This is an optimization exercise on Yosys and OpenROAD, whose aim is a short achievable clock period and few clock cycles, not a production implementation.
In this exercise RTL edits were held to simulation tests only and were not proved equivalent to the original.
Power and IR drop assume default switching activity.

**design/flow/config.mk**
```make
export PLATFORM = sky130hd
export DESIGN_NAME = cpuCore
export DESIGN_NICKNAME = cpuCore
export VERILOG_FILES = /design/flow/design.v
export SDC_FILE = /design/flow/constraint.sdc
export NUM_CORES = 4
export LEC_CHECK = 0
export CAP_MARGIN = 20
export CORE_MARGIN = 2
export CORE_UTILIZATION = 40
export SLEW_MARGIN = 20
```
**design/flow/constraint.sdc**
```tcl
create_clock -name core_clock -period 8.5 [get_ports {clock}]
set_input_delay 1.7000 -clock core_clock [delete_from_list [all_inputs] [get_ports {clock}]]
set_output_delay 1.7000 -clock core_clock [all_outputs]
set_load 0.01 [all_outputs]
```
**design/flow/design.v**
```verilog
`timescale 1ns/100ps
package isaPkg;
	typedef logic [32-1:0]    word_t;
	typedef logic [5-1:0] regIndex_t;
	typedef enum logic [5:0] {
		OP_SPECIAL = 6'h00,  
		OP_J       = 6'h02,
		OP_BEQ     = 6'h04,
		OP_BNE     = 6'h05,
		OP_ADDIU   = 6'h09,
		OP_ORI     = 6'h0d,
		OP_LUI     = 6'h0f,
		OP_LW      = 6'h23,
		OP_SW      = 6'h2b
	} opcode_t;
	typedef enum logic [5:0] {
		FN_ADDU = 6'h21,
		FN_SUBU = 6'h23,
		FN_AND  = 6'h24,
		FN_OR   = 6'h25,
		FN_SLT  = 6'h2a
	} funct_t;
	typedef struct packed {
		regIndex_t  rd;
		logic [4:0] shamt;
		funct_t     funct;
	} rTypeLow_t;
	typedef union packed {
		rTypeLow_t   rType;
		logic [15:0] immediate;
	} lowHalf_t;
	typedef struct packed {
		opcode_t   opcode;
		regIndex_t rs;
		regIndex_t rt;
		lowHalf_t  low;
	} instrFields_t;
	typedef enum logic [2:0] {ALU_ADD, ALU_SUB, ALU_AND, ALU_OR, ALU_SLT, ALU_UPPER} aluOp_t;
endpackage
`timescale 1ns/100ps
package pipePkg;
	typedef struct packed {
		logic [32-1:0] instruction;  
		logic [32-1:0] pcPlus4;
	} fetchBundle_t;
	typedef struct packed {
		logic      regWrite;
		logic      memRead;        
		logic      memWrite;       
		logic      useImmediate;   
		logic      isBranch;
		logic      branchOnEqual;  
		logic      isJump;
		logic      isFlow;         
		logic [2:0] aluOp;
		logic [5-1:0] dest;
		logic [5-1:0] rs;
		logic [5-1:0] rt;
		logic [32-1:0] operandA;       
		logic [32-1:0] operandB;       
		logic [32-1:0] immediate;      
		logic [32-1:0] pcPlus4;
		logic [32-1:0] jumpTarget;
	} execBundle_t;
	typedef struct packed {
		logic      regWrite;
		logic [5-1:0] dest;
		logic [32-1:0] value;
	} writeBundle_t;
	typedef struct packed {
		logic  resolve;  
		logic  taken;
		logic [32-1:0] target;
	} redirect_t;
	typedef struct packed {
		logic  read;
		logic  write;    
		logic [32-1:0] address;
		logic [32-1:0] writeData;
	} dataRequest_t;
endpackage
`timescale 1ns/100ps
module fetchUnit (
	input  logic                  clock,
	input  logic                  reset,
	input  logic                  flowInDecode,
	input  pipePkg::redirect_t    redirect,
	input  isaPkg::word_t         instruction,
	output isaPkg::word_t         fetchAddress,
	output pipePkg::fetchBundle_t fetchBundle
);
	isaPkg::word_t pc;
	isaPkg::word_t pcPlus4;
	isaPkg::word_t nextPc;
	logic  injectNop;  
	assign fetchAddress = pc;  
	assign pcPlus4      = pc + 32'd4;
	assign injectNop    = flowInDecode | redirect.resolve;
	always_comb begin
		if (redirect.resolve) begin
			nextPc = redirect.taken ? redirect.target : pc;  
		end else if (flowInDecode) begin
			nextPc = pc;       
		end else begin
			nextPc = pcPlus4;  
		end
	end
	always_ff @(posedge clock) begin
		if (reset) begin
			pc <= 32'h0000_0000;
		end else begin
			pc <= nextPc;
		end
	end
	always_ff @(posedge clock) begin
		if (reset) begin
			fetchBundle.instruction <= 32'h0000_0000;
			fetchBundle.pcPlus4     <= '0;
		end else begin
			fetchBundle.instruction <= injectNop ? 32'h0000_0000 : instruction;
			fetchBundle.pcPlus4     <= pcPlus4;  
		end
	end
endmodule
`timescale 1ns/100ps
module registerFile (
	input  logic                  clock,
	input  logic                  reset,
	input  isaPkg::regIndex_t     readIndexA,
	input  isaPkg::regIndex_t     readIndexB,
	output isaPkg::word_t         readDataA,
	output isaPkg::word_t         readDataB,
	input  pipePkg::writeBundle_t writeBundle
);
	isaPkg::word_t regs [32];
	logic  writeEnable;
	assign writeEnable = writeBundle.regWrite && (writeBundle.dest != '0);  
	always_ff @(posedge clock) begin
		if (reset) begin
			for (int i = 0; i < 32; i++) begin
				regs[i] <= '0;
			end
		end else if (writeEnable) begin
			regs[writeBundle.dest] <= writeBundle.value;
		end
	end
	assign readDataA = (readIndexA == '0) ? '0 :
		(writeEnable && writeBundle.dest == readIndexA) ? writeBundle.value : regs[readIndexA];
	assign readDataB = (readIndexB == '0) ? '0 :
		(writeEnable && writeBundle.dest == readIndexB) ? writeBundle.value : regs[readIndexB];
endmodule
`timescale 1ns/100ps
module decodeUnit (
	input  logic                  clock,
	input  logic                  reset,
	input  pipePkg::fetchBundle_t fetchBundle,
	input  pipePkg::writeBundle_t writeBundle,
	output logic                  flowInDecode,
	output pipePkg::execBundle_t  execBundle
);
	isaPkg::instrFields_t fields;
	pipePkg::execBundle_t  decoded;    
	isaPkg::word_t        signExt;
	isaPkg::word_t        zeroExt;    
	isaPkg::word_t        readDataA;
	isaPkg::word_t        readDataB;
	assign fields  = isaPkg::instrFields_t'(fetchBundle.instruction);
	assign signExt = {{(32-16){fields.low.immediate[15]}}, fields.low.immediate};
	assign zeroExt = {{(32-16){1'b0}}, fields.low.immediate};
	registerFile regFile (
		.clock      (clock),
		.reset      (reset),
		.readIndexA (fields.rs),
		.readIndexB (fields.rt),
		.readDataA  (readDataA),
		.readDataB  (readDataB),
		.writeBundle(writeBundle)
	);
	always_comb begin
		decoded            = '0;  
		decoded.aluOp      = isaPkg::ALU_ADD;
		decoded.dest       = (fields.opcode == isaPkg::OP_SPECIAL) ? fields.low.rType.rd : fields.rt;
		decoded.rs         = fields.rs;
		decoded.rt         = fields.rt;
		decoded.operandA   = readDataA;
		decoded.operandB   = readDataB;
		decoded.immediate  = signExt;
		decoded.pcPlus4    = fetchBundle.pcPlus4;
		decoded.jumpTarget = {fetchBundle.pcPlus4[32-1 -: 4],
			fetchBundle.instruction[25:0], 2'b00};
		case (fields.opcode)
			isaPkg::OP_SPECIAL: begin
				decoded.regWrite = 1'b1;
				case (fields.low.rType.funct)
					isaPkg::FN_ADDU: decoded.aluOp = isaPkg::ALU_ADD;
					isaPkg::FN_SUBU: decoded.aluOp = isaPkg::ALU_SUB;
					isaPkg::FN_AND:  decoded.aluOp = isaPkg::ALU_AND;
					isaPkg::FN_OR:   decoded.aluOp = isaPkg::ALU_OR;
					isaPkg::FN_SLT:  decoded.aluOp = isaPkg::ALU_SLT;
					default: decoded.regWrite = 1'b0;  
				endcase
			end
			isaPkg::OP_ADDIU: begin
				decoded.regWrite     = 1'b1;
				decoded.useImmediate = 1'b1;
			end
			isaPkg::OP_ORI: begin
				decoded.regWrite     = 1'b1;
				decoded.useImmediate = 1'b1;
				decoded.aluOp        = isaPkg::ALU_OR;
				decoded.immediate    = zeroExt;  
			end
			isaPkg::OP_LUI: begin
				decoded.regWrite     = 1'b1;
				decoded.useImmediate = 1'b1;
				decoded.aluOp        = isaPkg::ALU_UPPER;
			end
			isaPkg::OP_LW: begin
				decoded.regWrite     = 1'b1;
				decoded.memRead      = 1'b1;
				decoded.useImmediate = 1'b1;  
			end
			isaPkg::OP_SW: begin
				decoded.memWrite     = 1'b1;
				decoded.useImmediate = 1'b1;
			end
			isaPkg::OP_BEQ: begin
				decoded.isBranch      = 1'b1;
				decoded.branchOnEqual = 1'b1;
			end
			isaPkg::OP_BNE:  decoded.isBranch = 1'b1;
			isaPkg::OP_J:    decoded.isJump   = 1'b1;
			default: decoded.regWrite = 1'b0;
		endcase
		decoded.isFlow = decoded.isBranch | decoded.isJump;
	end
	assign flowInDecode = decoded.isFlow;  
	always_ff @(posedge clock) begin
		if (reset) begin
			execBundle <= '0;
		end else begin
			execBundle <= decoded;
		end
	end
endmodule
`timescale 1ns/100ps
module executeUnit (
	input  logic                  clock,
	input  logic                  reset,
	input  pipePkg::execBundle_t  execBundle,
	input  isaPkg::word_t         readData,
	output pipePkg::writeBundle_t writeBundle,
	output pipePkg::redirect_t    redirect,
	output pipePkg::dataRequest_t dataRequest
);
	logic  forwardA;
	logic  forwardB;
	logic  operandsEqual;
	isaPkg::word_t operandA;      
	isaPkg::word_t operandB;      
	isaPkg::word_t aluB;
	isaPkg::word_t aluResult;
	isaPkg::word_t branchTarget;
	assign forwardA = writeBundle.regWrite && (writeBundle.dest != '0)
		&& (writeBundle.dest == execBundle.rs);
	assign forwardB = writeBundle.regWrite && (writeBundle.dest != '0)
		&& (writeBundle.dest == execBundle.rt);
	assign operandA = forwardA ? writeBundle.value : execBundle.operandA;
	assign operandB = forwardB ? writeBundle.value : execBundle.operandB;
	assign aluB     = execBundle.useImmediate ? execBundle.immediate : operandB;
	always_comb begin
		case (execBundle.aluOp)
			isaPkg::ALU_ADD:   aluResult = operandA + aluB;  
			isaPkg::ALU_SUB:   aluResult = operandA - aluB;
			isaPkg::ALU_AND:   aluResult = operandA & aluB;
			isaPkg::ALU_OR:    aluResult = operandA | aluB;
			isaPkg::ALU_SLT:   aluResult = {{(32-1){1'b0}}, $signed(operandA) < $signed(aluB)};
			isaPkg::ALU_UPPER: aluResult = aluB << 16;  
			default:   aluResult = '0;
		endcase
	end
	assign operandsEqual = (operandA == operandB);
	assign branchTarget  = execBundle.pcPlus4 + (execBundle.immediate << 2);
	assign redirect.resolve = execBundle.isFlow;
	assign redirect.taken   = execBundle.isJump
		| (execBundle.isBranch & (operandsEqual == execBundle.branchOnEqual));
	assign redirect.target  = execBundle.isJump ? execBundle.jumpTarget : branchTarget;
	assign dataRequest.read      = execBundle.memRead;
	assign dataRequest.write     = execBundle.memWrite;
	assign dataRequest.address   = aluResult;
	assign dataRequest.writeData = operandB;           
	always_ff @(posedge clock) begin
		if (reset) begin
			writeBundle <= '0;
		end else begin
			writeBundle.regWrite <= execBundle.regWrite;
			writeBundle.dest     <= execBundle.dest;
			writeBundle.value    <= execBundle.memRead ? readData : aluResult;  
		end
	end
endmodule
`timescale 1ns/100ps
module cpuCore (
	input  logic                  clock,
	input  logic                  reset,
	output isaPkg::word_t         fetchAddress,
	input  isaPkg::word_t         instruction,
	output logic                  dataRead,
	output logic                  dataWrite,     
	output isaPkg::word_t         dataAddress,
	output isaPkg::word_t         dataWriteData,
	input  isaPkg::word_t         readData
);
	pipePkg::dataRequest_t dataRequest;     
	assign dataRead      = dataRequest.read;
	assign dataWrite     = dataRequest.write;
	assign dataAddress   = dataRequest.address;
	assign dataWriteData = dataRequest.writeData;
	logic         flowInDecode;  
	pipePkg::redirect_t    redirect;      
	pipePkg::fetchBundle_t fetchBundle;
	pipePkg::execBundle_t  execBundle;
	pipePkg::writeBundle_t writeBundle;   
	fetchUnit fetchStage (
		.clock       (clock),
		.reset       (reset),
		.flowInDecode(flowInDecode),
		.redirect    (redirect),
		.instruction (instruction),
		.fetchAddress(fetchAddress),
		.fetchBundle (fetchBundle)
	);
	decodeUnit decodeStage (
		.clock       (clock),
		.reset       (reset),
		.fetchBundle (fetchBundle),
		.writeBundle (writeBundle),
		.flowInDecode(flowInDecode),
		.execBundle  (execBundle)
	);
	executeUnit executeStage (
		.clock      (clock),
		.reset      (reset),
		.execBundle (execBundle),
		.readData   (readData),
		.writeBundle(writeBundle),
		.redirect   (redirect),
		.dataRequest(dataRequest)
	);
endmodule
```
**design/flow/run.sh**
```bash
#!/bin/bash
# synth_recipe.tcl (not shown) runs the flow's synth.tcl, then flattens the netlist and writes it again
# the make line also repeats each setting of config.mk as NAME=value (left out here)
make -C /OpenROAD-flow-scripts/flow DESIGN_CONFIG=/design/flow/config.mk WORK_HOME=/design/flow/orfs CLKGATE_MAP_FILE= SYNTH_SCRIPT=/design/flow/synth_recipe.tcl finish
```
==> notes.md <==
## layout make-up
cell class / count / area [um^2] / share of cell area (%)
antenna: 2 / 5.005 / 0.006117
inverter: 145 / 546.8 / 0.6682
timing repair buffer: 324 / 3053 / 3.731
clock inverter: 54 / 513.0 / 0.6269
tap: 2370 / 2965 / 3.624
multi-input combinational: 4126 / 34340 / 41.97
sequential: 1297 / 36260 / 44.32
clock buffer: 206 / 4138 / 5.057
## where the power goes
part | internal (W) | switching [W] | leakage [nW]
Clock | 0.00351 | 0.00277 | 2.26
Combinational | 0.00133 | 0.00243 | 12.4
Sequential | 0.00712 | 0.000298 | 12.8
Total | 0.0120 | 0.00549 | 27.4
## critical path, cell delays in order (launching register included)
cell and delay [ps]:
dfxtp_2 410, or4_4 560, o2111a_2 300, nand2_1 170, buf_6 270, a21o_1 270, mux2_2 220, inv_1 130
ha_1 270, or3_1 380, a211oi_1 390, or3_4 240, a221oi_4 80, or2_2 370, a21o_1 190, a2111oi_1 520
mux2i_1 290, nand2_1 150, clkdlybuf4s50_1 520
## per-stage QoR
step	hold WS, ps	util (%)	setup WS (ps)
6_report	435.8	45.27	238.9
5_1_grt	447.7	45.27	21.17
4_1_cts	436.4	45.16	0.7607
3_5_place_dp	423.4	42.56	642.6
3_3_place_gp	416.6	42.56	747.5
2_1_floorplan	413.8	-	1822
## flip-flops by register name (all words and copies together), names as in the netlist
name,count
decodeStage.execBundle,139
decodeStage.regFile.regs,1024
executeStage.writeBundle,38
fetchStage.fetchBundle,64
fetchStage.pc,32
## layer usage
| layer | part of all wire [%] | vias to the layer above | GRT usage (%) |
|---|---|---|---|
| met1 | 39 | 27500 | 37.74 |
| li1 | - | 23270 | - |
| met2 | 46 | 3112 | 44.48 |
| met5 | 0.030 | - | 0 |
| met4 | 4.7 | 12 | 11.94 |
| met3 | 10 | 592 | 5.775 |
## path summary, 6_finish.rpt
check                                                   from                      endpoint  slack [ps]  depth (start not counted)
worst min-delay path              fetchStage.fetchBundle[23]    decodeStage.execBundle[55]         440                          1
worst max register to register  executeStage.writeBundle[35]  executeStage.writeBundle[29]        2380                         16
worst min register to register    fetchStage.fetchBundle[23]    decodeStage.execBundle[55]         440                          1
worst max-delay path            executeStage.writeBundle[35]               dataAddress[20]         240                         18
## synthesized netlist by cell type (51+ instances only)
| cell type | n |
|---|---|
| edfxtp_1 | 1024 |
| nor3_1 | 780 |
| clkbuf_1 | 525 |
| mux4_2 | 449 |
| nor2_1 | 352 |
| and2_1 | 322 |
| dfxtp_1 | 273 |
| mux2i_1 | 259 |
| a21oi_1 | 251 |
| o21ai_0 | 241 |
| nand2_1 | 190 |
| ha_1 | 142 |
| inv_1 | 136 |
| o211ai_1 | 88 |
| nor2b_1 | 85 |
| mux2_2 | 77 |
| a211oi_1 | 76 |
| a221oi_1 | 71 |
| buf_1 | 70 |
| xnor2_1 | 70 |
| a22oi_1 | 67 |
| a21o_1 | 54 |
| nand3_1 | 51 |
## repair_timing
action                     CTS  global route
hold buffers                 0             0
resized for setup            9            26
pin swaps                    1             4
setup endpoints to repair    9            14
## cell usage in the layout (no fill, tap or decap), types with 40 or more instances in the layout
master and instances:
a22oi_1 67, o21ai_0 208, edfxtp_1 1024, o211ai_1 88, nor2_1 349, a221oi_1 69, clkbuf_1 42, mux2i_1 259
a21o_1 54, clkbuf_16 153, clkdlybuf4s50_1 162, a211oi_1 75, nor2b_1 84, and2_1 322, o21a_1 40, nor3_1 779
ha_1 140, a21oi_1 248, buf_4 144, mux4_2 449, dfxtp_1 251, mux2_2 77, nand2_1 183, nand3_1 49
xnor2_1 70, inv_1 133
## cell families (layout without fill, tap and decap cells)
kind of cell             count (synthesis)  count (layout)
AO/OA/AOI/OAI                         1105            1105
XOR/XNOR                               106             106
adder cells (fa/ha/maj)                145             145
buffers and inverters                  765             729
flip-flops                            1297            1297
multiplexers                           788             788
other                                    1              34
AND/OR/NAND/NOR                       1950            1950
==> impl_metrics.toml <==
[status]
status = "timing/DRC/antenna clean"

[place]
gp_congestion = 0.9490
io_buffers = 163
place_area_um2 = 76930
dp.cells = 8259
dp_hpwl_mm = 168.3

[timing]
fin_tns_setup_ps = 0
hold_viol = 0
rsz0062_at_grt = "false"
layout_min_cycle_time_ps = 8261
drv_slew = 0
fin_worst_skew_ps = 44.21
worstMarginPinSlew_ps = 1295
fin_crit_sh_pct = 97.19
fmax_mhz = 121.0
setup_viol = 0
slew-limit-headroom_pct = 13.39

[flow_run]
maxCapViolations = 0

[hold_path]
min_path_type = "reg2reg"

[yosys]
synth-seq-area-share_pct = 49.80
ys.flop_type = "edfxtp_1"
synthSimpleGateAreaFrac_pct = 13.65
synthMuxAreaShare_pct = 18.71
synthCells = 6157
ys_types = 83
yosysTopAreaCell = "edfxtp_1"
synthTopCellsByArea = "edfxtp_1, mux4_2, dfxtp_1, nor3_1, mux2i_1"
synth_top_family_by_area = "multiplexers"
synthAdderAreaFrac_pct = 2.526
async_flop_share_pct = 0
synth_xor_area_share_pct = 1.277
avgSynthCellArea_um2 = 11.81
synth_edf_count = 1024
syn-cell-area_um2 = 72730
synth_top_area_share_pct = 42.28
ys_seq_elements = 1297
synth_compound_area_share_pct = 10.00
ys_warn_count = 4

[final_layout]
drive_above_1_share_pct = 16.74
layoutNonFillerInstCount = 8524
nets = 6253
design_area_um2 = 81820
fillers = 16430
layout-area-overhead-vs-synth_pct = 12.51

[route]
drc = 0
vias = 54490
via_per_inst = 6.392
wl_mm = 265.7
antenna_left = 0
firstDrtPassIters = 8
wl_per_cell_um = 31.17
drtIter0Drc = 6807

[floorplanning]
die_y_um = 430.4
die_w_um = 430.4
ios = 164
die_area_um2 = 185200
rows = 156
start_util_pct = 40.24
coreArea_um2 = 180700

[global_route]
gr-total-overflow = 0
grt_pass1_wl_mm = 382.4
antenna_found_initial = 12
track_usage_pct = 28.17
grt_start_max_net_pins = 126
grt_pass1_vias = 53120

[critical_path]
path_max_fanout = 29
cp-end-kind = "output pin"
critPathLaunchType = "flip-flop"
critPathKind = "reg2out"
arrival_ps = 6560
required_ps = 6800

[clocking]
cts.sinks = 1297
clk_pin_slew_worst_paths_ps = 60
ctsLongestPathBuffers = 3
tritoncts = "built"
cts_buffers = 148
cts_max_level = 4
clock_latency_ps = 820
cts-root-buf = "clkbuf_16"
cts_setup_buffers = 0

[power_and_ir_drop]
p_leak_nw = 27.42
peakVddDrop_mv = 0.2587
power_w = 0.01745
powerDensity_nw_per_um2 = 213.3
Testbench counts, summed over its fixed seeds: cycles 38,639.

## static timing again, ports no longer ideal
Ports are ideal in the flow. The routed layout listed here was re-timed in OpenROAD. Step 1 assumes that a clkbuf_16 drives the clock port and a buf_2 every other input. Step 2 also shifts input and output timing later by t, the mid clock arrival at the registers, as if the neighbouring blocks saw the same clock. Three values: ideal, step 1, step 2; two values: the first two.
t, ns: 0.882
setup slack, ns: 0.239 / 0.156 / 1.038
worst setup path at the end: register to output
pins driven straight from the clock port: 1
After both steps this run still meets setup and hold. The setup slack of this run moves by -0.083 ns with the drivers and by +0.799 ns with both steps.
